Background: an optimization exercise with open tools, aiming at small area, a short achievable clock period and few clock cycles per item. Do not read the settings as production practice. Only simulation tests tie the RTL to the original design; equivalence was not proved. No activity file was given, so power comes from the tool's default toggle rates.

## flow/design.v

```verilog
`default_nettype none
package trm_pkg;
    localparam logic [7:0] REG_TICKS_PER_SECOND = 8'd0;
    localparam logic [7:0] REG_ZERO_LIMIT       = 8'd1;
    localparam logic [7:0] REG_COUNT_LIMIT      = 8'd2;
    localparam logic [7:0] REG_UNIT_SELECT      = 8'd3;
    localparam logic [9:0]  TPS_RESET        = 10'd2;
    localparam logic [7:0]  ZERO_LIMIT_RESET = 8'd20;
    localparam logic [15:0] COUNT_LIM_RESET  = 16'd1000;
    localparam logic [1:0] UNIT_BYTES = 2'd0;
    localparam logic [1:0] UNIT_KIB   = 2'd1;
    localparam logic [1:0] UNIT_MIB   = 2'd2;
    localparam logic [1:0] UNIT_RESET = UNIT_BYTES;
    localparam int KIB_SHIFT = 10;
    localparam int MIB_SHIFT = 20;
    localparam int MUL_BITS  = 16;
    localparam int MUL_STEPS = 64 / MUL_BITS;
    localparam int MUL_CNT_W = 3;
    localparam int DIV_R4   = 2;
    localparam int DIV_BITS = 2 * DIV_R4;
    localparam int DIV_C0   = 64 / DIV_BITS;
    localparam int DIV_C1   = 56 / DIV_BITS;
    localparam int DIV_C2   = 44 / DIV_BITS;
endpackage
`default_nettype wire
`default_nettype none
module trm_ctrl (
    input  wire               i_clk,
    input  wire               i_rst_n,
    input  wire               i_in_valid,
    input  wire               i_out_stall,
    input  wire  [1:0]        i_unit,
    input  wire               i_div_skip,
    output logic              o_load,
    output logic              o_accept,
    output logic              o_msub,
    output logic              o_mmul,
    output logic              o_msum,
    output logic              o_fin,
    output logic              o_fsel,
    output logic              o_osel,
    output logic [1:0]        o_div,
    output logic              o_first,
    output logic              o_in_stall,
    output logic              o_out_valid
);
    localparam logic [1:0] W_EMPTY = 2'd0;
    localparam logic [1:0] W_MUL   = 2'd1;
    localparam logic [1:0] W_READY = 2'd2;
    logic [1:0] r_wst;
    logic [trm_pkg::MUL_CNT_W-1:0] r_mcnt;
    logic       r_fsel;      
    logic       r_osel;      
    logic [1:0] r_busy;
    logic [1:0] r_valid;
    logic [4:0] r_dcnt [2];
    logic       r_first;
    logic [4:0] w_steps;
    logic       w_take;
    logic       w_fin_reg;
    assign w_fin_reg   = (r_wst == W_READY) && !r_busy[r_fsel] && !r_valid[r_fsel];
    assign o_fin       = w_fin_reg || ((r_wst == W_READY) && w_take && (r_osel == r_fsel));
    assign o_load      = (r_wst == W_EMPTY) || o_fin;
    assign o_in_stall  = !((r_wst == W_EMPTY) || w_fin_reg);
    assign o_accept    = !o_in_stall && i_in_valid;
    assign o_msub      = (r_wst == W_MUL) && (r_mcnt < trm_pkg::MUL_STEPS);
    assign o_mmul      = (r_wst == W_MUL) && (r_mcnt != '0) && (r_mcnt <= trm_pkg::MUL_STEPS);
    assign o_msum      = (r_wst == W_MUL) && (r_mcnt >= 2);
    assign o_fsel      = r_fsel;
    assign o_osel      = r_osel;
    assign o_div       = r_busy;
    assign o_first     = r_first;
    assign o_out_valid = r_valid[r_osel];
    assign w_take      = r_valid[r_osel] && !i_out_stall;
    always_comb begin
        case (i_unit)
            2'd0:    w_steps = 5'(trm_pkg::DIV_C0);
            2'd1:    w_steps = 5'(trm_pkg::DIV_C1);
            2'd2:    w_steps = 5'(trm_pkg::DIV_C2);
            default: w_steps = 5'd0;
        endcase
        if (i_div_skip) w_steps = 5'd0;
    end
    always_ff @(posedge i_clk) begin
        if (!i_rst_n) begin
            r_wst    <= W_EMPTY;
            r_mcnt   <= '0;
            r_fsel   <= 1'b0;
            r_osel   <= 1'b0;
            r_busy   <= 2'b00;
            r_valid  <= 2'b00;
            r_dcnt[0] <= '0;
            r_dcnt[1] <= '0;
            r_first  <= 1'b1;
        end else begin
            if (o_accept) begin
                r_wst  <= W_MUL;
                r_mcnt <= '0;
            end else if (o_fin) begin
                r_wst  <= W_EMPTY;
            end else if (r_wst == W_MUL) begin
                r_mcnt <= r_mcnt + 1'b1;
                if (r_mcnt == trm_pkg::MUL_STEPS + 1) r_wst <= W_READY;
            end
            for (int s = 0; s < 2; s++) begin
                if (o_fin && r_fsel == s[0]) begin
                    r_dcnt[s]  <= w_steps;
                    r_busy[s]  <= (w_steps != 5'd0);
                    r_valid[s] <= (w_steps == 5'd0);
                end else begin
                    if (r_busy[s]) begin
                        r_dcnt[s] <= r_dcnt[s] - 5'd1;
                        if (r_dcnt[s] == 5'd1) begin
                            r_busy[s]  <= 1'b0;
                            r_valid[s] <= 1'b1;
                        end
                    end
                    if (w_take && r_osel == s[0]) r_valid[s] <= 1'b0;
                end
            end
            if (o_fin) begin
                r_first <= 1'b0;
                r_fsel  <= !r_fsel;
            end
            if (w_take) r_osel <= !r_osel;
        end
    end
endmodule
`default_nettype wire
`default_nettype none
module trm_lane (
    input  wire               i_clk,
    input  wire               i_rst_n,
    input  wire  [9:0]        i_tps,
    input  wire  [7:0]        i_zero_limit,
    input  wire  [15:0]       i_count_limit,
    input  wire  [1:0]        i_unit,
    input  wire               i_first,
    input  wire               i_load,
    input  wire               i_accept,
    input  wire  [63:0]       i_total,
    input  wire               i_msub,
    input  wire               i_mmul,
    input  wire               i_msum,
    input  wire               i_fin,
    input  wire               i_fsel,
    input  wire               i_osel,
    input  wire  [1:0]        i_div,
    output logic              o_zero,
    output logic [63:0]       o_speed,
    output logic [63:0]       o_average
);
    localparam int MB = trm_pkg::MUL_BITS;
    localparam int DR = trm_pkg::DIV_R4;
    localparam int KIB_SHIFT_M1 = trm_pkg::KIB_SHIFT - 1;
    localparam int MIB_SHIFT_M1 = trm_pkg::MIB_SHIFT - 1;
    logic [16:0] r_cnt;
    logic [8:0]  r_idle;
    logic [63:0] r_sum;      
    logic [63:0] r_last;
    logic [63:0] r_w;        
    logic [MB-1:0] r_d;      
    logic        r_borrow;
    logic [9:0]  r_mcarry;
    logic        r_scarry;
    logic [MB-1:0] r_pl;     
    logic        r_nz;
    logic [63:0] r_speed [2];
    logic [63:0] r_quo   [2];
    logic [15:0] r_rem   [2];
    logic [16:0] r_dv    [2];    
    logic [18:0] r_d3    [2];    
    logic        r_dz    [2];    
    logic [MB+9:0]  w_prod;
    logic [MB:0]    w_sadd;
    logic [MB:0]    w_diff;
    assign w_diff = {1'b0, r_w[MB-1:0]} - {1'b0, r_last[MB-1:0]} - {{MB{1'b0}}, r_borrow};
    assign w_prod = r_d * i_tps + {{MB{1'b0}}, r_mcarry};
    assign w_sadd = {1'b0, r_sum[MB-1:0]} + {1'b0, r_pl} + {{MB{1'b0}}, r_scarry};
    logic        w_sat;
    logic        w_nz;
    logic [63:0] w_spd;
    logic        w_over;
    logic        w_czero;
    logic [8:0]  w_idle_inc;
    logic        w_wipe;
    logic [63:0] w_sum_new;
    logic [63:0] w_sum_div;
    logic [16:0] w_cnt_new;
    logic        w_dz;
    logic [63:0] w_quo_load;
    assign w_sat      = |r_mcarry;
    assign w_nz       = r_nz | w_sat;
    assign w_spd      = w_sat ? '1 : r_w;
    assign w_over     = r_cnt > {1'b0, i_count_limit};
    assign w_czero    = (r_cnt == 17'd0);
    assign w_idle_inc = r_idle + 9'd1;
    assign w_wipe     = w_idle_inc > {1'b0, i_zero_limit};
    assign w_sum_new  = (w_over || w_czero) ? w_spd : ((w_sat || r_scarry) ? '1 : r_sum);
    assign w_sum_div  = (!i_first && w_nz) ? w_sum_new : r_sum;
    always_comb begin
        w_cnt_new = r_cnt;
        if (!i_first) begin
            if (w_nz)        w_cnt_new = w_over ? 17'd1 : r_cnt + 17'd1;
            else if (w_wipe) w_cnt_new = 17'd0;
        end
    end
    assign w_dz   = (w_cnt_new == 17'd0) || (i_unit == 2'd3);
    assign o_zero = w_dz;
    always_comb begin
        w_quo_load = w_sum_div;
        if (i_unit != 2'd0) w_quo_load[KIB_SHIFT_M1:0]            = '0;
        if (i_unit[1])      w_quo_load[MIB_SHIFT_M1:KIB_SHIFT_M1+1] = '0;
        if (i_unit == 2'd1) w_quo_load = w_quo_load >> 2;
        if (w_dz) w_quo_load = '0;
    end
    logic [15:0] w_rem [2][DR+1];
    logic [63:0] w_quo [2][DR+1];
    always_comb begin
        for (int s = 0; s < 2; s++) begin
            w_rem[s][0] = r_rem[s];
            w_quo[s][0] = r_quo[s];
            for (int i = 0; i < DR; i++) begin
                logic [17:0] x;
                logic [18:0] t1, t2, t3;
                x  = {w_rem[s][i], w_quo[s][i][63:62]};
                t1 = {1'b0, x} - {2'b0, r_dv[s]};
                t2 = {1'b0, x} - {1'b0, r_dv[s], 1'b0};
                t3 = {1'b0, x} - r_d3[s];
                if (!t3[18]) begin
                    w_rem[s][i+1] = t3[15:0];
                    w_quo[s][i+1] = {w_quo[s][i][61:0], 2'd3};
                end else if (!t2[18]) begin
                    w_rem[s][i+1] = t2[15:0];
                    w_quo[s][i+1] = {w_quo[s][i][61:0], 2'd2};
                end else if (!t1[18]) begin
                    w_rem[s][i+1] = t1[15:0];
                    w_quo[s][i+1] = {w_quo[s][i][61:0], 2'd1};
                end else begin
                    w_rem[s][i+1] = x[15:0];
                    w_quo[s][i+1] = {w_quo[s][i][61:0], 2'd0};
                end
            end
        end
    end
    assign o_speed   = i_osel ? r_speed[1] : r_speed[0];
    assign o_average = i_osel ? r_quo[1]   : r_quo[0];
    always_ff @(posedge i_clk) begin
        if (!i_rst_n) begin
            r_cnt  <= 17'd0;
            r_idle <= 9'd0;
        end else if (i_fin && !i_first) begin
            r_cnt <= w_cnt_new;
            if (w_nz)        r_idle <= 9'd0;
            else if (w_wipe) r_idle <= 9'd0;
            else             r_idle <= w_idle_inc;
        end
    end
    always_ff @(posedge i_clk) begin
        if (i_load) begin
            r_w      <= i_total;
            r_borrow <= 1'b0;
            r_mcarry <= '0;
            r_scarry <= 1'b0;
            r_nz     <= 1'b0;
        end else if (i_msub || i_mmul) begin
            r_w      <= {w_prod[MB-1:0], r_w[63:MB]};
        end
        if (i_msub) begin
            r_d      <= w_diff[MB-1:0];
            r_borrow <= w_diff[MB];
            r_last   <= {r_w[MB-1:0], r_last[63:MB]};
        end
        if (i_mmul) begin
            r_mcarry <= w_prod[MB+9:MB];
            r_pl     <= w_prod[MB-1:0];
            r_nz     <= r_nz | (|w_prod[MB-1:0]);
        end
        if (i_msum) begin
            r_scarry <= w_sadd[MB];
            r_sum    <= {w_sadd[MB-1:0], r_sum[63:MB]};
        end else if (i_fin && !i_first && w_nz) begin
            r_sum    <= w_sum_new;
        end
        for (int s = 0; s < 2; s++) begin
            if (i_fin && i_fsel == s[0]) begin
                r_speed[s] <= i_first ? 64'd0 : w_spd;
                r_quo[s]   <= w_quo_load;
                r_rem[s]   <= 16'd0;
                r_dz[s]    <= w_dz;
                r_dv[s]    <= w_cnt_new;
                r_d3[s]    <= {2'b0, w_cnt_new} + {1'b0, w_cnt_new, 1'b0};
            end else if (i_div[s] && !r_dz[s]) begin
                r_quo[s]   <= w_quo[s][DR];
                r_rem[s]   <= w_rem[s][DR];
            end
        end
    end
endmodule
module trm_datapath (
    input  wire               i_clk,
    input  wire               i_rst_n,
    input  wire               i_cfg_we,
    input  wire  [7:0]        i_cfg_index,
    input  wire  [15:0]       i_cfg_data,
    input  wire  [63:0]       i_rx_total,
    input  wire  [63:0]       i_tx_total,
    input  wire               i_first,
    input  wire               i_load,
    input  wire               i_accept,
    input  wire               i_msub,
    input  wire               i_mmul,
    input  wire               i_msum,
    input  wire               i_fin,
    input  wire               i_fsel,
    input  wire               i_osel,
    input  wire  [1:0]        i_div,
    output logic [1:0]        o_unit,
    output logic              o_div_skip,
    output logic              o_speed_valid,
    output logic [63:0]       o_rx_speed,
    output logic [63:0]       o_tx_speed,
    output logic [63:0]       o_rx_average,
    output logic [63:0]       o_tx_average
);
    logic [9:0]  r_tps;
    logic [7:0]  r_zero_limit;
    logic [15:0] r_count_limit;
    logic [1:0]  r_unit;
    logic [1:0]  r_speed_valid;
    logic        w_rx_zero;
    logic        w_tx_zero;
    always_ff @(posedge i_clk) begin
        if (!i_rst_n) begin
            r_tps         <= trm_pkg::TPS_RESET;
            r_zero_limit  <= trm_pkg::ZERO_LIMIT_RESET;
            r_count_limit <= trm_pkg::COUNT_LIM_RESET;
            r_unit        <= trm_pkg::UNIT_RESET;
        end else if (i_cfg_we) begin
            case (i_cfg_index)
                trm_pkg::REG_TICKS_PER_SECOND: r_tps         <= i_cfg_data[9:0];
                trm_pkg::REG_ZERO_LIMIT:       r_zero_limit  <= i_cfg_data[7:0];
                trm_pkg::REG_COUNT_LIMIT:      r_count_limit <= i_cfg_data;
                trm_pkg::REG_UNIT_SELECT:      r_unit        <= i_cfg_data[1:0];
                default:                       r_unit        <= r_unit;
            endcase
        end
    end
    always_ff @(posedge i_clk) begin
        if (i_fin) r_speed_valid[i_fsel] <= !i_first;
    end
    trm_lane u_rx (
        .i_clk         (i_clk),
        .i_rst_n       (i_rst_n),
        .i_tps         (r_tps),
        .i_zero_limit  (r_zero_limit),
        .i_count_limit (r_count_limit),
        .i_unit        (r_unit),
        .i_first       (i_first),
        .i_load        (i_load),
        .i_accept      (i_accept),
        .i_total       (i_rx_total),
        .i_msub        (i_msub),
        .i_mmul        (i_mmul),
        .i_msum        (i_msum),
        .i_fin         (i_fin),
        .i_fsel        (i_fsel),
        .i_osel        (i_osel),
        .i_div         (i_div),
        .o_zero        (w_rx_zero),
        .o_speed       (o_rx_speed),
        .o_average     (o_rx_average)
    );
    trm_lane u_tx (
        .i_clk         (i_clk),
        .i_rst_n       (i_rst_n),
        .i_tps         (r_tps),
        .i_zero_limit  (r_zero_limit),
        .i_count_limit (r_count_limit),
        .i_unit        (r_unit),
        .i_first       (i_first),
        .i_load        (i_load),
        .i_accept      (i_accept),
        .i_total       (i_tx_total),
        .i_msub        (i_msub),
        .i_mmul        (i_mmul),
        .i_msum        (i_msum),
        .i_fin         (i_fin),
        .i_fsel        (i_fsel),
        .i_osel        (i_osel),
        .i_div         (i_div),
        .o_zero        (w_tx_zero),
        .o_speed       (o_tx_speed),
        .o_average     (o_tx_average)
    );
    assign o_unit        = r_unit;
    assign o_div_skip    = w_rx_zero && w_tx_zero;
    assign o_speed_valid = i_osel ? r_speed_valid[1] : r_speed_valid[0];
endmodule
`default_nettype wire
`default_nettype none
module traffic_rate_meter_with_average (
    input  wire               i_clk,
    input  wire               i_rst_n,
    input  wire               i_in_valid,
    output logic              o_in_stall,
    input  wire  [63:0]       i_rx_total,
    input  wire  [63:0]       i_tx_total,
    output logic              o_out_valid,
    input  wire               i_out_stall,
    output logic              o_speed_valid,
    output logic [63:0]       o_rx_speed,
    output logic [63:0]       o_tx_speed,
    output logic [63:0]       o_rx_average,
    output logic [63:0]       o_tx_average,
    input  wire               i_cfg_valid,
    output logic              o_cfg_ready,
    input  wire  [7:0]        i_cfg_index,
    input  wire  [15:0]       i_cfg_data
);
    logic       w_load;
    logic       w_msub;
    logic       w_mmul;
    logic       w_msum;
    logic       w_accept;
    logic       w_fin;
    logic       w_fsel;
    logic       w_osel;
    logic [1:0] w_div;
    logic       w_first;
    logic [1:0] w_unit;
    logic       w_div_skip;
    assign o_cfg_ready = 1'b1;
    trm_ctrl u_ctrl (
        .i_clk       (i_clk),
        .i_rst_n     (i_rst_n),
        .i_in_valid  (i_in_valid),
        .i_out_stall (i_out_stall),
        .i_unit      (w_unit),
        .i_div_skip  (w_div_skip),
        .o_load      (w_load),
        .o_accept    (w_accept),
        .o_msub      (w_msub),
        .o_mmul      (w_mmul),
        .o_msum      (w_msum),
        .o_fin       (w_fin),
        .o_fsel      (w_fsel),
        .o_osel      (w_osel),
        .o_div       (w_div),
        .o_first     (w_first),
        .o_in_stall  (o_in_stall),
        .o_out_valid (o_out_valid)
    );
    trm_datapath u_dp (
        .i_clk         (i_clk),
        .i_rst_n       (i_rst_n),
        .i_cfg_we      (i_cfg_valid),
        .i_cfg_index   (i_cfg_index),
        .i_cfg_data    (i_cfg_data),
        .i_rx_total    (i_rx_total),
        .i_tx_total    (i_tx_total),
        .i_first       (w_first),
        .i_load        (w_load),
        .i_accept      (w_accept),
        .i_msub        (w_msub),
        .i_mmul        (w_mmul),
        .i_msum        (w_msum),
        .i_fin         (w_fin),
        .i_fsel        (w_fsel),
        .i_osel        (w_osel),
        .i_div         (w_div),
        .o_unit        (w_unit),
        .o_div_skip    (w_div_skip),
        .o_speed_valid (o_speed_valid),
        .o_rx_speed    (o_rx_speed),
        .o_tx_speed    (o_tx_speed),
        .o_rx_average  (o_rx_average),
        .o_tx_average  (o_tx_average)
    );
endmodule
`default_nettype wire
```

## flow/run.sh

```bash
#!/bin/bash
# synth_recipe.tcl (not shown) runs the flow's synth.tcl, then flattens the netlist and writes it again
# the make line also repeats each setting of config.mk as NAME=value (left out here)
make -C /OpenROAD-flow-scripts/flow DESIGN_CONFIG=/design/flow/config.mk WORK_HOME=/design/flow/orfs CLKGATE_MAP_FILE= SYNTH_SCRIPT=/design/flow/synth_recipe.tcl finish
```

## flow/config.mk

```make
export PLATFORM = sky130hd
export DESIGN_NAME = traffic_rate_meter_with_average
export DESIGN_NICKNAME = traffic_rate_meter_with_average
export VERILOG_FILES = /design/flow/design.v
export SDC_FILE = /design/flow/constraint.sdc
export NUM_CORES = 4
export LEC_CHECK = 0
export ABC_CLOCK_PERIOD_IN_PS = 5500
export CAP_MARGIN = 20
export CORE_MARGIN = 2
export CORE_UTILIZATION = 40
export SETUP_SLACK_MARGIN = 4.5
export SLEW_MARGIN = 20
```

## flow/constraint.sdc

```tcl
create_clock -name core_clock -period 10.5 [get_ports {i_clk}]
set_input_delay 2.1000 -clock core_clock [delete_from_list [all_inputs] [get_ports {i_clk}]]
set_output_delay 2.1000 -clock core_clock [all_outputs]
set_load 0.01 [all_outputs]
```

==> results of run 1 <==
[cells by family after synthesis]
| group | Yosys count | share of synthesized area [%] |
|---|---|---|
| compound gates | 2326 | 15.96 |
| xor+xnor | 404 | 3.746 |
| fa+ha+maj | 1030 | 15.82 |
| buf+inv | 1218 | 4.909 |
| flops | 1306 | 39.67 |
| mux | 582 | 6.769 |
| other cells | 1 | 0.003970 |
| simple gates | 2664 | 13.12 |
[worst paths after layout]
path	start	end	slack, ps	cells after the start
hold reg to reg	u_dp.u_rx.r_last[25]$_DFFE_PP_	u_dp.u_rx.r_last[9]$_DFFE_PP_	400	0
setup reg to reg	u_dp.u_tx.r_quo[0][62]$_DFFE_PP_	u_dp.u_tx.r_quo[0][1]$_DFFE_PP_	4580	22
setup / recovery	u_dp.u_tx.r_quo[0][62]$_DFFE_PP_	u_dp.u_tx.r_quo[0][1]$_DFFE_PP_	4580	22
hold / removal	u_dp.u_rx.r_last[25]$_DFFE_PP_	u_dp.u_rx.r_last[9]$_DFFE_PP_	400	0
[power by group through the flow]
stage	Clock, mW	Combinational (mW)	Sequential, mW
2_1_floorplan	0	1.07	6.04
3_3_place_gp	0	1.42	6.31
3_5_place_dp	0	1.44	6.31
4_1_cts	5.39	1.53	6.18
5_1_grt	5.58	1.81	6.17
6_report	5.32	1.65	6.16
[sequential cells by signal, summed over array words and instances, names as in the netlist, 32 cells and up, named ones only]
register	flops
u_dp.u_rx.r_dv	34
u_dp.u_tx.r_w	64
u_dp.u_rx.r_sum	64
u_dp.u_tx.r_dv	34
u_dp.u_rx.r_rem	32
u_dp.u_tx.r_last	64
u_dp.u_tx.r_rem	32
u_dp.u_tx.r_quo	128
u_dp.u_rx.r_speed	128
u_dp.u_rx.r_quo	128
u_dp.u_rx.r_last	64
u_dp.u_tx.r_speed	128
u_dp.u_tx.r_sum	64
u_dp.u_rx.r_w	64
u_dp.u_tx.r_d3	36
u_dp.u_rx.r_d3	36
[routing by layer]
layer  vias to the layer above  share of wire [%]  GRT usage [%]
met1                     38500                 44          36.46
li1                      35259                  -              -
met5                         -             0.0048              0
met4                         2                3.5          8.664
met2                      2872                 46          41.79
met3                       514                7.4          4.502
[layout by cell type, fill, tap and decap left out, types with 37 or more instances in the layout]
cell type,Yosys,final
edfxtp_1,1132,1132
nor2_1,832,819
nand2_1,794,783
inv_1,780,751
ha_1,756,732
o21ai_0,627,591
a21oi_1,520,483
mux2_2,439,438
clkdlybuf4s50_1,0,415
fa_1,274,267
xnor2_1,268,262
buf_4,5,255
or3_1,173,171
clkbuf_16,0,160
dfxtp_1,174,159
and2_1,161,157
o21a_1,154,150
nand3_1,146,143
nor3_1,135,133
xor2_1,136,133
mux2i_1,134,128
a21o_1,128,125
o31ai_1,121,108
nand2b_1,95,92
nor2b_1,85,79
o22ai_1,80,78
and3_1,74,69
a22oi_1,62,56
a31oi_1,65,56
a211oi_1,68,56
o211ai_1,45,45
o22a_1,45,45
o21bai_1,43,41
or2_2,38,37
[critical path, cell delays in order (launching register included)]
cell	delay (ps)
edfxtp_1	420
clkinvlp_4	210
ha_4	200
inv_4	30
fa_2	350
a21o_1	220
a22oi_2	300
a311oi_4	170
a21boi_2	240
or3_4	210
nand2_4	160
nor2_1	760
a211o_1	400
ha_1	310
o21a_1	140
o2111ai_1	180
a21oi_1	60
a211o_1	340
xor2_2	210
buf_6	200
nor2_4	270
buf_12	160
a21oi_1	70
[cell type report]
cell class / instances / area [µm²] / area share (%)
inverter: 784 / 2989 / 2.706
antenna: 18 / 45.04 / 0.04078
clock buffer: 191 / 4064 / 3.679
timing repair buffer: 720 / 6915 / 6.260
multi-input combinational: 7010 / 54200 / 49.06
clock inverter: 79 / 799.5 / 0.7238
sequential: 1306 / 37510 / 33.96
tap: 3150 / 3941 / 3.568
[what timing repair did]
item | in CTS | in global routing
endpoints found under the setup margin | 237 | 119
hold endpoints to repair | 0 | 0
resized for setup | 192 | 234
pin swaps | 40 | 80
setup buffers | 98 | 94
cloned | 5 | 7
==> run_results.csv, run 1 <==
group,metric,value,unit
synth,ys_seq_area_share,39.67,%
global_route,grt_pass1_vias,75053,
timing,hold_ws,402.4,ps
synth,ys_ff_latch,1306,
drt,route.vias.total,77147,
clock_tree,clk_latency,830,ps
final_layout,fin_util,47.01,%
timing,grt_setup_unrepaired,"true",
synth,ys_types,109,
global_route,overflow,0,
floorplanning,rows,178,
power_and_ir_drop,p_per_area,118.9,nW/µm²
timing,max_slew.worst_pin.slew,1182,ps
outcome,status,"finished clean",
timing,finalSetupTns,0,ps
clock_tree,cts_tree,"done",
clock_tree,cts-buffers-inserted,153,
timing,slew-limit-headroom,21.00,%
synth,syn_inst,9531,
clock_tree,clock_sinks,1306,
place,placed_area,102000,µm²
clock_tree,holdBufCountCts,0,
place,place.port_buffers,415,
synth,async_flop_share,0,%
place,hpwlAfterDp,241600,µm
power_and_ir_drop,p_switching,3.591,mW
timing,hold_viol_final,0,
setup_path,end_kind,"flip-flop",
drt,antenna_left,0,
power_and_ir_drop,internal_power,9.538,mW
synth,yosysMostFrequentCell,"edfxtp_1",
power_and_ir_drop,power.total,13.13,mW
setup_path,critical_path_class,"reg2reg",
clock_tree,clk_pin_slew_worst_paths,60,ps
synth,synth_top_area_cell,"edfxtp_1",
synth,synth_common_cells,"1132 x edfxtp_1, 832 x nor2_1, 794 x nand2_1, 780 x inv_1, 756 x ha_1",
floorplanning,start_util,40.20,%
final_layout,nFillCells,21900,
power_and_ir_drop,netSwitchingFraction,27.35,%
place,gp_congestion,0.9413,
drt,first_pass_iters,10,
synth,synth_area_leaders,"edfxtp_1 36%, ha_1 10%, fa_1 5.8%",
drt,drt_wl_total,330200,µm
timing,timing.final.crit_period,5921,ps
run,maxCapViolations,0,
clock_tree,cts_buffer_depth,3,
setup_path,cp.arrival,6450,ps
timing,fin_skew,43.82,ps
floorplanning,fp.dieH,490.0,µm
synth,netlist.area_leader.share,35.99,%
timing,maxSlewViolCount,0,
final_layout,drive_gt1_share,13.55,%
place,place_inst,12766,
clock_tree,root_buffer,"clkbuf_16",
synth,syn_area,94460,µm²
final_layout,fin_nets,11162,
setup_path,cp-start-kind,"flip-flop",
floorplanning,core,235000,µm²
drt,drtIter0Drc,7806,
timing,setup_ws,4579,ps
final_layout,fin_cells,13258,
global_route,grt_pass1_wl,483500,µm
floorplanning,die-width,490.0,µm
drt,wl_per_cell,24.91,µm
place,pre_cts_ws,2918,ps
power_and_ir_drop,p_clk_share,40.5,%
power_and_ir_drop,p_seq_share,46.9,%
final_layout,final_area,110500,µm²
clock_tree,htree_levels,4,
timing,max_freq,168.9,MHz
synth,syn_nets,10718,
drt,vias_per_cell,5.819,
floorplanning,dieArea,240100,µm²
final_layout,area_growth,16.95,%
global_route,grt_max_degree,111,
power_and_ir_drop,pwr-share-comb,12.5,%
timing,timing.final.crit_share,56.39,%
power_and_ir_drop,leakage,45.54,nW
synth,synth_edf_count,1132,
setup_path,path_max_fanout,15,
synth,avgSynthCellArea,9.911,µm²
drt,drc,0,
hold_path,hp-class,"reg2reg",
global_route,grt_usage,26.36,%
global_route,antenna_found_initial,21,
setup_path,required,11030,ps
power_and_ir_drop,peakVddDrop,0.0001146,V
synth,synth_ff_type,"edfxtp_1",
synth,synth_warnings,12,
floorplanning,io_pins,417,
timing,setup_viol,0,
Testbench counts, summed over its fixed seeds: cycles 9,392, items 1,200.
==> inputs of run 2 (changes only) <==
--- a/flow/design.v
+++ b/flow/design.v
@@ -31,11 +31,12 @@
     input  wire               i_out_stall,
     input  wire  [1:0]        i_unit,
     input  wire               i_div_skip,
+    input  wire  [1:0]        i_lead,
     output logic              o_load,
     output logic              o_accept,
-    output logic              o_msub,
-    output logic              o_mmul,
-    output logic              o_msum,
+    output logic              o_mul,
+    output logic              o_mfirst,
+    output logic              o_mlast,
     output logic              o_fin,
     output logic              o_fsel,
     output logic              o_osel,
@@ -61,11 +62,11 @@
     assign w_fin_reg   = (r_wst == W_READY) && !r_busy[r_fsel] && !r_valid[r_fsel];
     assign o_fin       = w_fin_reg || ((r_wst == W_READY) && w_take && (r_osel == r_fsel));
     assign o_load      = (r_wst == W_EMPTY) || o_fin;
-    assign o_in_stall  = !((r_wst == W_EMPTY) || w_fin_reg);
-    assign o_accept    = !o_in_stall && i_in_valid;
-    assign o_msub      = (r_wst == W_MUL) && (r_mcnt < trm_pkg::MUL_STEPS);
-    assign o_mmul      = (r_wst == W_MUL) && (r_mcnt != '0) && (r_mcnt <= trm_pkg::MUL_STEPS);
-    assign o_msum      = (r_wst == W_MUL) && (r_mcnt >= 2);
+    assign o_in_stall  = !o_load;
+    assign o_accept    = o_load && i_in_valid;
+    assign o_mul       = (r_wst == W_MUL);
+    assign o_mfirst    = (r_mcnt == '0);
+    assign o_mlast     = (r_mcnt == trm_pkg::MUL_STEPS);
     assign o_fsel      = r_fsel;
     assign o_osel      = r_osel;
     assign o_div       = r_busy;
@@ -80,6 +81,7 @@
             default: w_steps = 5'd0;
         endcase
         if (i_div_skip) w_steps = 5'd0;
+        else            w_steps = w_steps - {3'd0, i_lead};
     end
     always_ff @(posedge i_clk) begin
         if (!i_rst_n) begin
@@ -100,7 +102,7 @@
                 r_wst  <= W_EMPTY;
             end else if (r_wst == W_MUL) begin
                 r_mcnt <= r_mcnt + 1'b1;
-                if (r_mcnt == trm_pkg::MUL_STEPS + 1) r_wst <= W_READY;
+                if (r_mcnt == trm_pkg::MUL_STEPS) r_wst <= W_READY;
             end
             for (int s = 0; s < 2; s++) begin
                 if (o_fin && r_fsel == s[0]) begin
@@ -139,14 +141,16 @@
     input  wire               i_load,
     input  wire               i_accept,
     input  wire  [63:0]       i_total,
-    input  wire               i_msub,
-    input  wire               i_mmul,
-    input  wire               i_msum,
+    input  wire               i_mul,
+    input  wire               i_mfirst,
+    input  wire               i_mlast,
     input  wire               i_fin,
     input  wire               i_fsel,
     input  wire               i_osel,
     input  wire  [1:0]        i_div,
     output logic              o_zero,
+    output logic [2:0]        o_lead,
+    input  wire  [1:0]        i_lead,
     output logic [63:0]       o_speed,
     output logic [63:0]       o_average
 );
@@ -163,7 +167,6 @@
     logic        r_borrow;
     logic [9:0]  r_mcarry;
     logic        r_scarry;
-    logic [MB-1:0] r_pl;     
     logic        r_nz;
     logic [63:0] r_speed [2];
     logic [63:0] r_quo   [2];
@@ -176,7 +179,7 @@
     logic [MB:0]    w_diff;
     assign w_diff = {1'b0, r_w[MB-1:0]} - {1'b0, r_last[MB-1:0]} - {{MB{1'b0}}, r_borrow};
     assign w_prod = r_d * i_tps + {{MB{1'b0}}, r_mcarry};
-    assign w_sadd = {1'b0, r_sum[MB-1:0]} + {1'b0, r_pl} + {{MB{1'b0}}, r_scarry};
+    assign w_sadd = {1'b0, r_sum[MB-1:0]} + {1'b0, w_prod[MB-1:0]} + {{MB{1'b0}}, r_scarry};
     logic        w_sat;
     logic        w_nz;
     logic [63:0] w_spd;
@@ -243,6 +246,47 @@
             end
         end
     end
+    logic [11:0] w_top_sum;
+    logic [11:0] w_top_w;
+    logic [11:0] w_top_ones;
+    logic [2:0]  w_lt_sum;
+    logic [2:0]  w_lt_ones;
+    logic [2:0]  w_zero_w;
+    always_comb begin
+        if (i_unit == 2'd1) begin
+            w_top_sum = {2'b0, r_sum[63:54]};
+            w_top_w   = {2'b0, r_w[63:54]};
+            w_top_ones = 12'h3FF;
+        end else begin
+            w_top_ones = 12'hFFF;
+            w_top_sum = r_sum[63:52];
+            w_top_w   = r_w[63:52];
+        end
+        w_lt_sum[0] = {13'd0, w_top_sum[11:8]} < r_cnt;
+        w_lt_sum[1] = {9'd0,  w_top_sum[11:4]} < r_cnt;
+        w_lt_sum[2] = {5'd0,  w_top_sum}       < r_cnt;
+        w_lt_ones[0] = {13'd0, w_top_ones[11:8]} < r_cnt;
+        w_lt_ones[1] = {9'd0,  w_top_ones[11:4]} < r_cnt;
+        w_lt_ones[2] = {5'd0,  w_top_ones}       < r_cnt;
+        w_zero_w[0] = (w_top_w[11:8] == 4'd0);
+        w_zero_w[1] = (w_top_w[11:4] == 8'd0);
+        w_zero_w[2] = (w_top_w == 12'd0);
+        if (w_dz)                            o_lead = 3'b111;
+        else if (i_first || !w_nz)           o_lead = w_lt_sum;
+        else if (w_over || w_czero)          o_lead = w_sat ? 3'b000 : w_zero_w;
+        else if (w_sat || r_scarry)          o_lead = w_lt_ones;
+        else                                 o_lead = w_lt_sum;
+    end
+    logic [63:0] w_quo_skip;
+    logic [15:0] w_rem_skip;
+    always_comb begin
+        case (i_lead)
+            2'd1:    begin w_quo_skip = {w_quo_load[59:0], 4'd0};  w_rem_skip = {12'd0, w_quo_load[63:60]}; end
+            2'd2:    begin w_quo_skip = {w_quo_load[55:0], 8'd0};  w_rem_skip = {8'd0,  w_quo_load[63:56]}; end
+            2'd3:    begin w_quo_skip = {w_quo_load[51:0], 12'd0}; w_rem_skip = {4'd0,  w_quo_load[63:52]}; end
+            default: begin w_quo_skip = w_quo_load;                w_rem_skip = 16'd0;                     end
+        endcase
+    end
     assign o_speed   = i_osel ? r_speed[1] : r_speed[0];
     assign o_average = i_osel ? r_quo[1]   : r_quo[0];
     always_ff @(posedge i_clk) begin
@@ -263,21 +307,18 @@
             r_mcarry <= '0;
             r_scarry <= 1'b0;
             r_nz     <= 1'b0;
-        end else if (i_msub || i_mmul) begin
+        end else if (i_mul) begin
             r_w      <= {w_prod[MB-1:0], r_w[63:MB]};
         end
-        if (i_msub) begin
+        if (i_mul && !i_mlast) begin
             r_d      <= w_diff[MB-1:0];
             r_borrow <= w_diff[MB];
             r_last   <= {r_w[MB-1:0], r_last[63:MB]};
         end
-        if (i_mmul) begin
+        if (i_mul && !i_mfirst) begin
             r_mcarry <= w_prod[MB+9:MB];
-            r_pl     <= w_prod[MB-1:0];
-            r_nz     <= r_nz | (|w_prod[MB-1:0]);
-        end
-        if (i_msum) begin
             r_scarry <= w_sadd[MB];
+            r_nz     <= r_nz | (|w_prod[MB-1:0]);
             r_sum    <= {w_sadd[MB-1:0], r_sum[63:MB]};
         end else if (i_fin && !i_first && w_nz) begin
             r_sum    <= w_sum_new;
@@ -285,8 +326,8 @@
         for (int s = 0; s < 2; s++) begin
             if (i_fin && i_fsel == s[0]) begin
                 r_speed[s] <= i_first ? 64'd0 : w_spd;
-                r_quo[s]   <= w_quo_load;
-                r_rem[s]   <= 16'd0;
+                r_quo[s]   <= w_quo_skip;
+                r_rem[s]   <= w_rem_skip;
                 r_dz[s]    <= w_dz;
                 r_dv[s]    <= w_cnt_new;
                 r_d3[s]    <= {2'b0, w_cnt_new} + {1'b0, w_cnt_new, 1'b0};
@@ -308,15 +349,16 @@
     input  wire               i_first,
     input  wire               i_load,
     input  wire               i_accept,
-    input  wire               i_msub,
-    input  wire               i_mmul,
-    input  wire               i_msum,
+    input  wire               i_mul,
+    input  wire               i_mfirst,
+    input  wire               i_mlast,
     input  wire               i_fin,
     input  wire               i_fsel,
     input  wire               i_osel,
     input  wire  [1:0]        i_div,
     output logic [1:0]        o_unit,
     output logic              o_div_skip,
+    output logic [1:0]        o_lead,
     output logic              o_speed_valid,
     output logic [63:0]       o_rx_speed,
     output logic [63:0]       o_tx_speed,
@@ -329,6 +371,10 @@
     logic [1:0]  r_unit;
     logic [1:0]  r_speed_valid;
     logic        w_rx_zero;
+    logic [2:0]  w_rx_lead;
+    logic [2:0]  w_tx_lead;
+    logic [2:0]  w_lead_both;
+    logic [1:0]  w_lead;
     logic        w_tx_zero;
     always_ff @(posedge i_clk) begin
         if (!i_rst_n) begin
@@ -360,14 +406,16 @@
         .i_load        (i_load),
         .i_accept      (i_accept),
         .i_total       (i_rx_total),
-        .i_msub        (i_msub),
-        .i_mmul        (i_mmul),
-        .i_msum        (i_msum),
+        .i_mul         (i_mul),
+        .i_mfirst      (i_mfirst),
+        .i_mlast       (i_mlast),
         .i_fin         (i_fin),
         .i_fsel        (i_fsel),
         .i_osel        (i_osel),
         .i_div         (i_div),
         .o_zero        (w_rx_zero),
+        .o_lead        (w_rx_lead),
+        .i_lead        (w_lead),
         .o_speed       (o_rx_speed),
         .o_average     (o_rx_average)
     );
@@ -382,19 +430,24 @@
         .i_load        (i_load),
         .i_accept      (i_accept),
         .i_total       (i_tx_total),
-        .i_msub        (i_msub),
-        .i_mmul        (i_mmul),
-        .i_msum        (i_msum),
+        .i_mul         (i_mul),
+        .i_mfirst      (i_mfirst),
+        .i_mlast       (i_mlast),
         .i_fin         (i_fin),
         .i_fsel        (i_fsel),
         .i_osel        (i_osel),
         .i_div         (i_div),
         .o_zero        (w_tx_zero),
+        .o_lead        (w_tx_lead),
+        .i_lead        (w_lead),
         .o_speed       (o_tx_speed),
         .o_average     (o_tx_average)
     );
     assign o_unit        = r_unit;
     assign o_div_skip    = w_rx_zero && w_tx_zero;
+    assign w_lead_both   = w_rx_lead & w_tx_lead;
+    assign w_lead        = w_lead_both[2] ? 2'd3 : w_lead_both[1] ? 2'd2 : w_lead_both[0] ? 2'd1 : 2'd0;
+    assign o_lead        = w_lead;
     assign o_speed_valid = i_osel ? r_speed_valid[1] : r_speed_valid[0];
 endmodule
 `default_nettype wire
@@ -419,10 +472,10 @@
     input  wire  [15:0]       i_cfg_data
 );
     logic       w_load;
-    logic       w_msub;
-    logic       w_mmul;
-    logic       w_msum;
+    logic       w_mfirst;
+    logic       w_mlast;
     logic       w_accept;
+    logic       w_mul;
     logic       w_fin;
     logic       w_fsel;
     logic       w_osel;
@@ -430,6 +483,7 @@
     logic       w_first;
     logic [1:0] w_unit;
     logic       w_div_skip;
+    logic [1:0] w_lead;
     assign o_cfg_ready = 1'b1;
     trm_ctrl u_ctrl (
         .i_clk       (i_clk),
@@ -438,11 +492,12 @@
         .i_out_stall (i_out_stall),
         .i_unit      (w_unit),
         .i_div_skip  (w_div_skip),
+        .i_lead      (w_lead),
         .o_load      (w_load),
         .o_accept    (w_accept),
-        .o_msub      (w_msub),
-        .o_mmul      (w_mmul),
-        .o_msum      (w_msum),
+        .o_mul       (w_mul),
+        .o_mfirst    (w_mfirst),
+        .o_mlast     (w_mlast),
         .o_fin       (w_fin),
         .o_fsel      (w_fsel),
         .o_osel      (w_osel),
@@ -462,15 +517,16 @@
         .i_first       (w_first),
         .i_load        (w_load),
         .i_accept      (w_accept),
-        .i_msub        (w_msub),
-        .i_mmul        (w_mmul),
-        .i_msum        (w_msum),
+        .i_mul         (w_mul),
+        .i_mfirst      (w_mfirst),
+        .i_mlast       (w_mlast),
         .i_fin         (w_fin),
         .i_fsel        (w_fsel),
         .i_osel        (w_osel),
         .i_div         (w_div),
         .o_unit        (w_unit),
         .o_div_skip    (w_div_skip),
+        .o_lead        (w_lead),
         .o_speed_valid (o_speed_valid),
         .o_rx_speed    (o_rx_speed),
         .o_tx_speed    (o_tx_speed),
==> run 2 against run 1 <==
  * Setup slack lost 210 ps
  * Synthesized area grew 5.8%
  * Non-clock buffer count grew 277
  * Sequential share of layout area shrank 3.2 points
  * First-iteration DRC count grew 43%
  * Power grew 100%
  * Sequential cell count shrank 32
  * Global-route usage grew 3.5 points
  * Largest cell class unchanged
  * Highest routed layer unchanged
==> run_results.csv, run 2 <==
group,metric,value,unit
outcome,status,"finished clean",
global_route,grt_usage,29.83,%
setup_path,cp.arrival,6720,ps
floorplanning,start_util,40.21,%
global_route,grtUsageMet1,41.07,%
synth,ys_ff_latch,1274,
place,place_inst,14054,
setup_path,rr_endpoint,"u_dp.u_tx.r_scarry$_SDFFCE_PN0P_",
place,hpwlAfterDp,289000,µm
floorplanning,io_pins,417,
timing,timing.final.crit_period,6126,ps
setup_path,critPathLaunch,"u_dp.u_tx.r_d[5]$_DFFE_PP_",
synth,synth_top_area_cell,"edfxtp_1",
global_route,use_met2,45.12,%
setup_path,reg2reg_from,"u_dp.u_tx.r_d[5]$_DFFE_PP_",
final_layout,fin_util,48.73,%
final_layout,layout_commonest_cell,"nand2_1",
setup_path,critPathMaxStageDelay,590,ps
floorplanning,die-width,503.8,µm
global_route,grt_util_met3,6.214,%
timing,fin_skew,43.13,ps
synth,avgSynthCellArea,9.353,µm²
clock_tree,clock_sinks,1274,
timing,hold_ws,392.5,ps
drt,vias_per_cell,6.131,
synth,syn_nets,11918,
setup_path,reg2reg_depth,21,
final_layout,fin_cells,14753,
setup_path,critical_path_class,"reg2reg",
synth,ys_types,96,
final_layout,area_growth,21.16,%
drt,drt_wl_total,400400,µm
clock_tree,root_buffer,"clkbuf_16",
setup_path,crit_chain,"buf_6 > buf_6 > and2_4 > fa_1 > inv_2 > fa_1 > inv_2 > fa_2 > fa_1 > fa_1 > ha_4 > nand4_1 > a31oi_2 > or3_1 > a21oi_2 > xor2_2 > inv_2 > ha_4 > a211o_1 > a31oi_1 > nor2_1",
setup_path,cp-start-kind,"flip-flop",
timing,max_slew.worst_pin.slew,1225,ps
synth,yosysMostFrequentCell,"nand2_1",
place,placed_area,107900,µm²
setup_path,critical-path-slowest-cell,"fa_1",
floorplanning,dieArea,253800,µm²
timing,setup_ws,4374,ps
synth,netlist.area_leader.share,34.99,%
run,maxCapViolations,0,
setup_path,worst-r2r-setup-slack,4370,ps
floorplanning,core,248400,µm²
setup_path,required,11090,ps
timing,hold_viol_final,0,
timing,timing.final.crit_share,58.35,%
synth,ys_seq_area_share,37.19,%
drt,drc,0,
power_and_ir_drop,power.total,26.37,mW
power_and_ir_drop,p_per_area,217.9,nW/µm²
clock_tree,clk_pin_slew_worst_paths,60,ps
drt,antenna_left,0,
drt,first_pass_iters,7,
synth,synth_ff_type,"edfxtp_1",
clock_tree,cts_tree,"done",
global_route,overflow,0,
clock_tree,cts-buffers-inserted,153,
global_route,busiest_layer,"met2",
timing,setup_viol,0,
power_and_ir_drop,leakage,47.52,nW
synth,async_flop_share,0,%
global_route,grt_pass1_vias,86324,
setup_path,path_max_fanout,7,
setup_path,end_kind,"flip-flop",
setup_path,timing.critical_path.mode_cell,"fa_1",
global_route,grt_pass1_wl,574000,µm
place,gp_congestion,0.9640,
final_layout,fin_nets,12535,
clock_tree,htree_levels,4,
floorplanning,rows,183,
synth,synth_common_cells,"1274 x nand2_1, 1164 x edfxtp_1, 995 x nor2_1, 805 x ha_1, 784 x inv_1",
synth,synth_area_leaders,"edfxtp_1 35%, ha_1 10%, fa_1 5.5%",
drt,wl_per_cell,27.14,µm
synth,synth_edf_count,1164,
synth,syn_area,99900,µm²
global_route,antenna_found_initial,25,
final_layout,drive_gt1_share,17.00,%
setup_path,cp-endpoint,"u_dp.u_tx.r_scarry$_SDFFCE_PN0P_",
place,pre_cts_ws,2488,ps
drt,route.vias.total,90453,
timing,finalSetupTns,0,ps
clock_tree,cts_buffer_depth,3,
timing,grt_setup_unrepaired,"true",
hold_path,hp-class,"reg2reg",
power_and_ir_drop,peakVddDrop,0.0002197,V
timing,slew-limit-headroom,17.50,%
synth,syn_inst,10681,
floorplanning,fp.dieH,503.8,µm
timing,maxSlewViolCount,0,
final_layout,final_area,121000,µm²
final_layout,mostFrequentLayoutCells,"1247 x nand2_1, 1164 x edfxtp_1, 959 x nor2_1",
timing,max_freq,163.2,MHz
place,place.port_buffers,415,
clock_tree,clk_latency,870,ps
drt,drtIter0Drc,11183,
synth,synth_warnings,12,
global_route,grt_max_degree,115,
run 2: logic make-up (layout without fill, tap and decap cells):
kind of cell | after synthesis | in the layout | share of synthesized area [%]
AOI/OAI and AO/OA | 2699 | 2705 | 18.07
adders and majority gates | 1080 | 1080 | 15.59
xor gates and xnor gates | 411 | 411 | 3.603
buffers and inverters | 1333 | 2059 | 5.082
DFF | 1274 | 1274 | 37.19
and+or+nand+nor | 3421 | 3423 | 15.35
other | 1 | 9 | 0.003754
muxes | 462 | 462 | 5.107
run 2: worst min-delay path by stage:
stage                                         from                        endpoint  cells after the start
floorplan           u_dp.u_rx.r_last[16]$_DFFE_PP_   u_dp.u_rx.r_last[0]$_DFFE_PP_                      0
global placement    u_dp.u_tx.r_last[34]$_DFFE_PP_  u_dp.u_tx.r_last[18]$_DFFE_PP_                      0
detailed placement  u_dp.u_rx.r_last[59]$_DFFE_PP_  u_dp.u_rx.r_last[43]$_DFFE_PP_                      0
CTS                 u_dp.u_tx.r_last[62]$_DFFE_PP_  u_dp.u_tx.r_last[46]$_DFFE_PP_                      0
global route        u_dp.u_tx.r_last[62]$_DFFE_PP_  u_dp.u_tx.r_last[46]$_DFFE_PP_                      0
finish              u_dp.u_tx.r_last[62]$_DFFE_PP_  u_dp.u_tx.r_last[46]$_DFFE_PP_                      0
run 2: area by class of cell:
class                           count  area (µm²)
Timing Repair Buffer              997        9547
Fill cell                       22786      127400
Multi-Input combinational cell   8082       61870
Clock buffer                      177        3990
Antenna cell                        8       20.02
Tap cell                         3330        4167
Clock inverter                     95        1162
Sequential cell                  1274       37230
Inverter                          790        3064
run 2: what timing repair did:
item / in CTS / in global routing
buffers inserted: 191 / 200
hold buffers: 0 / 0
endpoints found under the setup margin: 506 / 369
pin swaps: 106 / 270
gates cloned: 15 / 13
resized for setup: 465 / 534
run 2: power by group:
part,switching [mW],internal (mW),total [mW]
logic,8.11,5.89,14.0
clock network,2.41,3.17,5.58
registers,0.554,6.24,6.79
total,11.1,15.3,26.4
run 2: layer usage:
metal	up-vias	share of wire, %
met5	-	0.024
met4	14	5.1
met3	943	11
met2	5071	43
met1	44417	41
li1	40008	-
run 2: worst max-delay path: cells and delay by family, from the launching register on:
family | cells | cell delay [ps]
buf+inv | 5 | 470
flops | 1 | 500
simple gates | 4 | 730
fa+ha+maj | 7 | 3140
compound gates | 4 | 710
xor+xnor | 1 | 290
Testbench counts of run 2, summed over its fixed seeds: cycles 8,144, items 1,200.
==> inputs of run 3 (changes only) <==
--- a/flow/config.mk
+++ b/flow/config.mk
@@ -8,6 +8,7 @@
 export ABC_CLOCK_PERIOD_IN_PS = 5500
 export CAP_MARGIN = 20
 export CORE_MARGIN = 2
-export CORE_UTILIZATION = 40
+export CORE_UTILIZATION = 55
+export PLACE_DENSITY = 0.68
 export SETUP_SLACK_MARGIN = 4.5
 export SLEW_MARGIN = 20
==> run 3 against run 2 <==
  * Synthesized area did not move
  * Non-clock buffer count fell by 11
  * Design area fell by 1.5%
  * Maximum frequency rose by 0.31%
  * Clock skew fell by 4.1 ps
  * Final cell count fell by 6.6%
  * Via count rose by 0.49%
  * Count of clock-buffer cells in the layout fell by 4
  * Hold slack improved by 18 ps
  * Die area fell by 27%
==> run_results.csv, run 3 <==
group,metric,value,unit
final_layout,area_growth,19.31,%
synth,synth_warnings,12,
hold_path,min_path_cells,0,
floorplanning,io_pins,417,
floorplanning,rows,156,
place,pre_cts_ws,2212,ps
power_and_ir_drop,power.total,25.77,mW
clock_tree,clk_latency,850,ps
timing,max_freq,163.7,MHz
place,gp_congestion,1.017,
timing,timing.final.crit_share,58.16,%
timing,fin_skew,39.06,ps
final_layout,drive_gt1_share,16.59,%
final_layout,nFillCells,14362,
timing,timing.final.crit_period,6107,ps
run,maxCapViolations,0,
timing,setup_viol,0,
synth,async_flop_share,0,%
timing,hold_viol_final,0,
final_layout,fin_cells,13773,
setup_path,critPathMaxStageDelay,480,ps
setup_path,required,11060,ps
synth,synth_area_leaders,"edfxtp_1 35%, ha_1 10%, fa_1 5.5%",
timing,finalSetupTns,0,ps
drt,drtIter0Drc,12862,
clock_tree,clock_sinks,1274,
synth,syn_nets,11918,
setup_path,critical_path_class,"reg2reg",
drt,first_pass_iters,9,
setup_path,critical-path-slowest-cell,"edfxtp_1",
synth,avgSynthCellArea,9.353,µm²
global_route,grt_max_degree,142,
floorplanning,start_util,55.33,%
setup_path,path_max_fanout,5,
clock_tree,cts_buffer_depth,3,
synth,syn_area,99900,µm²
final_layout,ff_latch_area,37230,µm²
synth,synth_ff_type,"edfxtp_1",
synth,ys_types,96,
floorplanning,dieArea,185100,µm²
synth,synth_common_cells,"1274 x nand2_1, 1164 x edfxtp_1, 995 x nor2_1, 805 x ha_1, 784 x inv_1",
setup_path,cp.arrival,6670,ps
clock_tree,cts_tree,"done",
power_and_ir_drop,leakage,47.31,nW
final_layout,multi_input_area,61700,µm²
drt,drc,0,
synth,syn_inst,10681,
place,hpwlAfterDp,269600,µm
global_route,grt_usage,39.05,%
synth,yosysMostFrequentCell,"nand2_1",
setup_path,cp-start-kind,"flip-flop",
final_layout,layout_commonest_cell,"nand2_1",
clock_tree,htree_levels,4,
synth,netlist.area_leader.share,34.99,%
timing,maxSlewViolCount,0,
setup_path,reg2reg_depth,27,
setup_path,end_kind,"flip-flop",
synth,ys_ff_latch,1274,
synth,synth_edf_count,1164,
power_and_ir_drop,peakVddDrop,0.0002153,V
synth,synth_top_area_cell,"edfxtp_1",
drt,wl_per_cell,27.64,µm
global_route,overflow,0,
clock_tree,cts-buffers-inserted,144,
clock_tree,clk_pin_slew_worst_paths,60,ps
timing,setup_ws,4393,ps
power_and_ir_drop,p_per_area,216.2,nW/µm²
global_route,antenna_found_initial,16,
global_route,grt_pass1_vias,84934,
final_layout,mostFrequentLayoutCells,"1246 x nand2_1, 1164 x edfxtp_1, 962 x nor2_1",
setup_path,timing.critical_path.mode_cell,"o31ai_4",
outcome,status,"finished clean",
clock_tree,root_buffer,"clkbuf_16",
global_route,grt_pass1_wl,545400,µm
drt,drt_wl_total,380700,µm
synth,ys_seq_area_share,37.19,%
final_layout,fin_nets,12520,
hold_path,hp-class,"reg2reg",
timing,slew-limit-headroom,19.96,%
place,place.port_buffers,415,
floorplanning,core,180500,µm²
floorplanning,fp.dieH,430.2,µm
drt,route.vias.total,90893,
floorplanning,die-width,430.2,µm
timing,grt_setup_unrepaired,"true",
drt,vias_per_cell,6.599,
place,place_inst,13066,
drt,antenna_left,0,
timing,max_slew.worst_pin.slew,1188,ps
==> run 3: changes by cell type in the layout (fill, tap and decap cells not counted), moves of 7 or more <==
| cell | previous run | this run |
|---|---|---|
| buf_6 | 66 | 47 |
| buf_12 | 27 | 39 |
| o21ai_0 | 441 | 453 |
| a21oi_2 | 52 | 43 |
| clkbuf_1 | 18 | 27 |
| dfxtp_2 | 22 | 13 |
| clkinvlp_4 | 13 | 6 |
| dfxtp_1 | 75 | 82 |
==> run 3: per-stage QoR <==
| stage | instance area (µm²) | util [%] | hold slack [ps] |
|---|---|---|---|
| after floorplan | 100100 | - | 400.3 |
| after global placement | 106500 | 58.98 | 400.7 |
| after detailed placement | 106500 | 58.99 | 404.5 |
| after CTS | 115000 | 63.70 | 403.5 |
| after global routing | 119200 | 66.01 | 412.2 |
| final | 119200 | 66.02 | 410.8 |
==> run 3: cells by family (layout without fill, tap and decap cells) <==
| family | Yosys count | count (layout) | share of synthesized area [%] |
|---|---|---|---|
| AOI/OAI and AO/OA | 2699 | 2703 | 18.07 |
| other | 1 | 8 | 0.003754 |
| muxes | 462 | 462 | 5.107 |
| buffers and inverters | 1333 | 2037 | 5.082 |
| adders and majority gates | 1080 | 1080 | 15.59 |
| and+or+nand+nor | 3421 | 3428 | 15.35 |
| xor gates and xnor gates | 411 | 411 | 3.603 |
| DFF | 1274 | 1274 | 37.19 |
==> run 3: critical path, delay by kind of cell, from the launching register on <==
kind / cells / cell delay [ps]
compound gates: 13 / 2960
fa+ha+maj: 3 / 750
simple gates: 4 / 650
xor+xnor: 1 / 160
flops: 1 / 480
buf+inv: 5 / 580
mux: 1 / 260
==> run 3: metal layers <==
metal  up-vias  track usage (%)  share of wire (%)  routed length (µm)
met3      1171            8.444                 11               42680
met4        10            22.48                7.1               27030
met1     44015            52.28                 38              145200
li1      40036                -                  -                   -
met2      5661            58.57                 44              165700
met5         -                0              0.017                  63
==> run 3: worst paths after layout <==
path              slack, ps                         endpoint                      startpoint
setup reg to reg       4390  u_dp.u_tx.r_rem[1][9]$_DFFE_PP_  u_dp.u_tx.r_dv[1][0]$_DFFE_PP_
setup / recovery       4390  u_dp.u_tx.r_rem[1][9]$_DFFE_PP_  u_dp.u_tx.r_dv[1][0]$_DFFE_PP_
hold / removal          410   u_dp.u_tx.r_last[30]$_DFFE_PP_  u_dp.u_tx.r_last[46]$_DFFE_PP_
hold reg to reg         410   u_dp.u_tx.r_last[30]$_DFFE_PP_  u_dp.u_tx.r_last[46]$_DFFE_PP_
==> run 3: timing repair <==
| item | in CTS | in global routing |
|---|---|---|
| pin swaps | 96 | 257 |
| buffers inserted | 189 | 216 |
| cloned | 21 | 15 |
| resized for setup | 441 | 492 |
| setup endpoints to repair | 480 | 379 |
| hold buffers | 0 | 0 |
==> run 3: layout make-up <==
type	count	area share, %
diodes	7	0.01470
clock buffers	173	3.150
clock inverters	86	0.8104
inverters	790	2.566
multi-input cells	8085	51.77
flip-flops and latches	1274	31.23
well taps	2370	2.488
repair buffers	986	7.954
repair inverters	2	0.01470
==> run 3: report_power, final <==
| part | switching, mW | total, mW | leakage [nW] | internal, mW |
|---|---|---|---|---|
| clock network | 2.24 | 5.16 | 2.29 | 2.92 |
| registers | 0.535 | 6.77 | 11.5 | 6.24 |
| logic | 8.02 | 13.8 | 33.5 | 5.82 |
==> inputs of run 4 (changes only) <==
--- a/flow/config.mk
+++ b/flow/config.mk
@@ -8,7 +8,7 @@
 export ABC_CLOCK_PERIOD_IN_PS = 5500
 export CAP_MARGIN = 20
 export CORE_MARGIN = 2
-export CORE_UTILIZATION = 55
-export PLACE_DENSITY = 0.68
+export CORE_UTILIZATION = 62
+export PLACE_DENSITY = 0.72
 export SETUP_SLACK_MARGIN = 4.5
 export SLEW_MARGIN = 20
==> run 4 against run 3 <==
  * Final cell count down 1.4%
  * Sequential share of layout area up 0.065 points
  * Largest power group unchanged
  * Highest routed layer unchanged
  * Synthesized cell count is the same
  * Clock power down 1%
  * Combinational power barely moved
  * Critical path depth is 2 lower
==> run_results.csv, run 4 <==
group,metric,value,unit
outcome,status,"finished clean",
timing,max_slew.worst_pin.slew,1242,ps
setup_path,path_max_fanout,8,
drt,wl_per_cell,27.86,µm
global_route,grt_pass1_vias,86078,
setup_path,critical_path_class,"reg2reg",
setup_path,required,11050,ps
global_route,grt_usage,43.37,%
power_and_ir_drop,p_per_area,218.2,nW/µm²
place,gp_congestion,1.020,
synth,async_flop_share,0,%
clock_tree,clk_latency,850,ps
timing,timing.final.crit_share,59.19,%
drt,drtIter0Drc,14139,
final_layout,fin_cells,13577,
drt,drc,0,
drt,first_pass_iters,10,
floorplanning,core,160200,µm²
timing,hold_ws,415.6,ps
floorplanning,dieArea,164400,µm²
global_route,grt_pass1_wl,537700,µm
synth,synth_common_cells,"1274 x nand2_1, 1164 x edfxtp_1, 995 x nor2_1, 805 x ha_1, 784 x inv_1",
power_and_ir_drop,peakVddDrop,0.0002637,V
setup_path,rr_endpoint,"u_dp.u_rx.r_sum[63]$_DFFE_PP_",
timing,maxSlewViolCount,0,
timing,hold_viol_final,0,
synth,synth_edf_count,1164,
final_layout,area_growth,19.05,%
hold_path,hold_start,"u_dp.u_tx.r_last[29]$_DFFE_PP_",
global_route,grt_max_degree,119,
timing,max_freq,160.9,MHz
global_route,antenna_found_initial,20,
global_route,overflow,0,
setup_path,cp-start-kind,"flip-flop",
power_and_ir_drop,leakage,47.30,nW
power_and_ir_drop,p_switching,10.98,mW
timing,finalSetupTns,0,ps
final_layout,ff_latch_area,37220,µm²
final_layout,layout_commonest_cell,"nand2_1",
final_layout,mostFrequentLayoutCells,"1246 x nand2_1, 1164 x edfxtp_1, 962 x nor2_1",
timing,setup_viol,0,
synth,synth_area_leaders,"edfxtp_1 35%, ha_1 10%, fa_1 5.5%",
clock_tree,clk_pin_slew_worst_paths,70,ps
final_layout,multi_input_area,61730,µm²
setup_path,end_kind,"flip-flop",
run,maxCapViolations,0,
place,place_inst,12864,
timing,slew-limit-headroom,16.33,%
final_layout,nFillCells,11258,
synth,syn_area,99900,µm²
power_and_ir_drop,internal_power,14.98,mW
floorplanning,start_util,62.36,%
power_and_ir_drop,pwr-share-comb,54.2,%
synth,synth_warnings,12,
clock_tree,cts-buffers-inserted,145,
power_and_ir_drop,p_seq_share,26.1,%
clock_tree,htree_levels,4,
floorplanning,fp.dieH,405.4,µm
power_and_ir_drop,netSwitchingFraction,42.29,%
synth,ys_ff_latch,1274,
drt,vias_per_cell,6.824,
synth,netlist.area_leader.share,34.99,%
drt,drt_wl_total,378200,µm
timing,timing.final.crit_period,6215,ps
setup_path,reg2reg_from,"u_dp.r_tps[3]$_SDFFE_PN0P_",
timing,fin_skew,58.14,ps
floorplanning,io_pins,417,
clock_tree,clock_sinks,1274,
clock_tree,root_buffer,"clkbuf_16",
floorplanning,die-width,405.4,µm
synth,ys_types,96,
synth,synth_ff_type,"edfxtp_1",
hold_path,min_to,"u_dp.u_tx.r_last[13]$_DFFE_PP_",
synth,syn_inst,10681,
timing,grt_setup_unrepaired,"true",
drt,route.vias.total,92649,
drt,antenna_left,0,
synth,avgSynthCellArea,9.353,µm²
synth,ys_seq_area_share,37.19,%
clock_tree,cts_buffer_depth,3,
synth,synth_top_area_cell,"edfxtp_1",
synth,yosysMostFrequentCell,"nand2_1",
setup_path,worst-r2r-setup-slack,4290,ps
synth,syn_nets,11918,
clock_tree,cts_tree,"done",
hold_path,hp-class,"reg2reg",
floorplanning,rows,147,
power_and_ir_drop,p_clk_share,19.7,%
place,place.port_buffers,415,
setup_path,cp.arrival,6770,ps
final_layout,fin_nets,12526,
setup_path,reg2reg_depth,25,
place,hpwlAfterDp,264300,µm
final_layout,drive_gt1_share,16.53,%
hold_path,min_path_cells,0,
-- run 4: cell counts after synthesis --
No cell type changed its count.
-- run 4: worst max path at each step --
| stage | from | endpoint | slack, ps | cells after the start |
|---|---|---|---|---|
| floorplan | i_out_stall | u_dp.u_rx.r_quo[1][0]$_DFFE_PP_ | 3930 | 9 |
| global placement | u_dp.u_rx.r_idle[2]$_SDFFE_PN0P_ | u_dp.u_tx.r_rem[0][6]$_DFFE_PP_ | 2110 | 23 |
| detailed placement | u_dp.u_rx.r_idle[2]$_SDFFE_PN0P_ | u_dp.u_tx.r_rem[0][6]$_DFFE_PP_ | 2080 | 23 |
| finish | u_dp.r_tps[3]$_SDFFE_PN0P_ | u_dp.u_rx.r_sum[63]$_DFFE_PP_ | 4290 | 25 |
| CTS | u_dp.u_tx.r_quo[0][62]$_DFFE_PP_ | u_dp.u_tx.r_rem[0][6]$_DFFE_PP_ | 4420 | 25 |
| global route | u_dp.r_tps[1]$_SDFFE_PN1P_ | u_dp.u_tx.r_sum[63]$_DFFE_PP_ | 4100 | 25 |
-- run 4: repair_timing --
action                                  in CTS  in global routing
endpoints found under the hold margin        0                  0
setup buffers                              193                208
hold buffers                                 0                  0
endpoints found under the setup margin     522                436
cloned                                      15                 22
resized for setup                          439                501
pin swaps                                  123                223
-- run 4: kinds of logic (layout without fill, tap and decap cells) --
| kind of cell | Yosys count | count (layout) | synth area share (%) |
|---|---|---|---|
| xor+xnor | 411 | 411 | 3.603 |
| mux | 462 | 462 | 5.107 |
| other cells | 1 | 15 | 0.003754 |
| simple gates | 3421 | 3422 | 15.35 |
| compound gates | 2699 | 2702 | 18.07 |
| flops | 1274 | 1274 | 37.19 |
| fa+ha+maj | 1080 | 1080 | 15.59 |
| buf+inv | 1333 | 2051 | 5.082 |
-- run 4: worst max-delay path, cell delays in order (launching register included) --
cell and delay [ps]:
dfxtp_4 370, buf_4 120, buf_12 110, nand2_1 80, fa_1 510, fa_1 520, inv_1 60, fa_1 490
fa_1 490, inv_1 50, fa_1 490, inv_1 80, ha_4 190, nor3_4 180, buf_4 160, buf_6 110
a21oi_4 70, xor2_2 160, ha_2 200, buf_4 150, nor3_1 340, a21oi_2 170, a211o_1 320, a21oi_2 190
xor2_2 220, o21ai_1 80
-- run 4: layout make-up --
cell class	count	area share, %
antenna	14	0.02946
clock inverter	77	0.6912
tap	2160	2.272
clock buffer	184	3.227
multi-input combinational	8078	51.90
inverter	790	2.582
timing repair inverter	2	0.01473
sequential	1274	31.30
timing repair buffer	998	7.986
-- run 4: metal layers --
metal  vias to the layer above  global-route usage (%)  wire length [µm]
met5                         -                       0               168
met4                        16                   24.33             28490
met2                      6610                   64.52            162600
met3                      1506                   11.46             49760
met1                     44510                   57.53            137200
li1                      40007                       -                 -
-- run 4: through the flow --
step | total power, mW | setup slack (ps) | instance area (µm²) | utilization, %
2_1_floorplan | 14.63 | 3934 | 100100 | -
3_3_place_gp | 17.60 | 2113 | 106200 | 66.32
3_5_place_dp | 17.84 | 2076 | 106300 | 66.35
4_1_cts | 24.02 | 4423 | 114600 | 71.56
5_1_grt | 26.92 | 4103 | 118900 | 74.22
6_report | 25.95 | 4285 | 118900 | 74.24
-- run 4: power by group through the flow --
stage	Clock (mW)	Sequential, mW	Combinational (mW)
global placement	0	6.87	10.7
global route	5.29	6.77	14.9
floorplan	0	6.52	8.11
detailed placement	0	6.88	11.0
CTS	5.10	6.74	12.2
finish	5.11	6.78	14.1

## what the ideal ports hide
In the flow no input, the clock included, has a driving cell. The finished layouts below were timed again as built, in two steps.
Step 1: set_driving_cell puts a clkbuf_16 on i_clk and a buf_2 on each other input, an assumption about the parent block.
Step 2, shift: input delay + t, output delay - t, t = (earliest + latest rising clock arrival at the registers) / 2. This alone moves slack from input paths to output paths.
a / b / c = ideal / step 1 / step 2; a / b = the first two.
run	t, ns	setup slack, ns	worst slew at a driven data input, ns	pins driven straight from the clock port
run 1	0.893	4.579 / 4.579 / 3.875	0.26	1
run 2	0.939	4.374 / 4.374 / 3.910	0.26	1
run 3	0.915	4.393 / 4.393 / 4.337	0.23	1
run 4	0.905	4.285 / 4.285 / 4.142	0.22	1
After both steps every run listed still meets setup and hold. For run 1, which loses most, drivers alone change the setup slack by 0.000 ns; drivers and shift together by -0.704 ns.
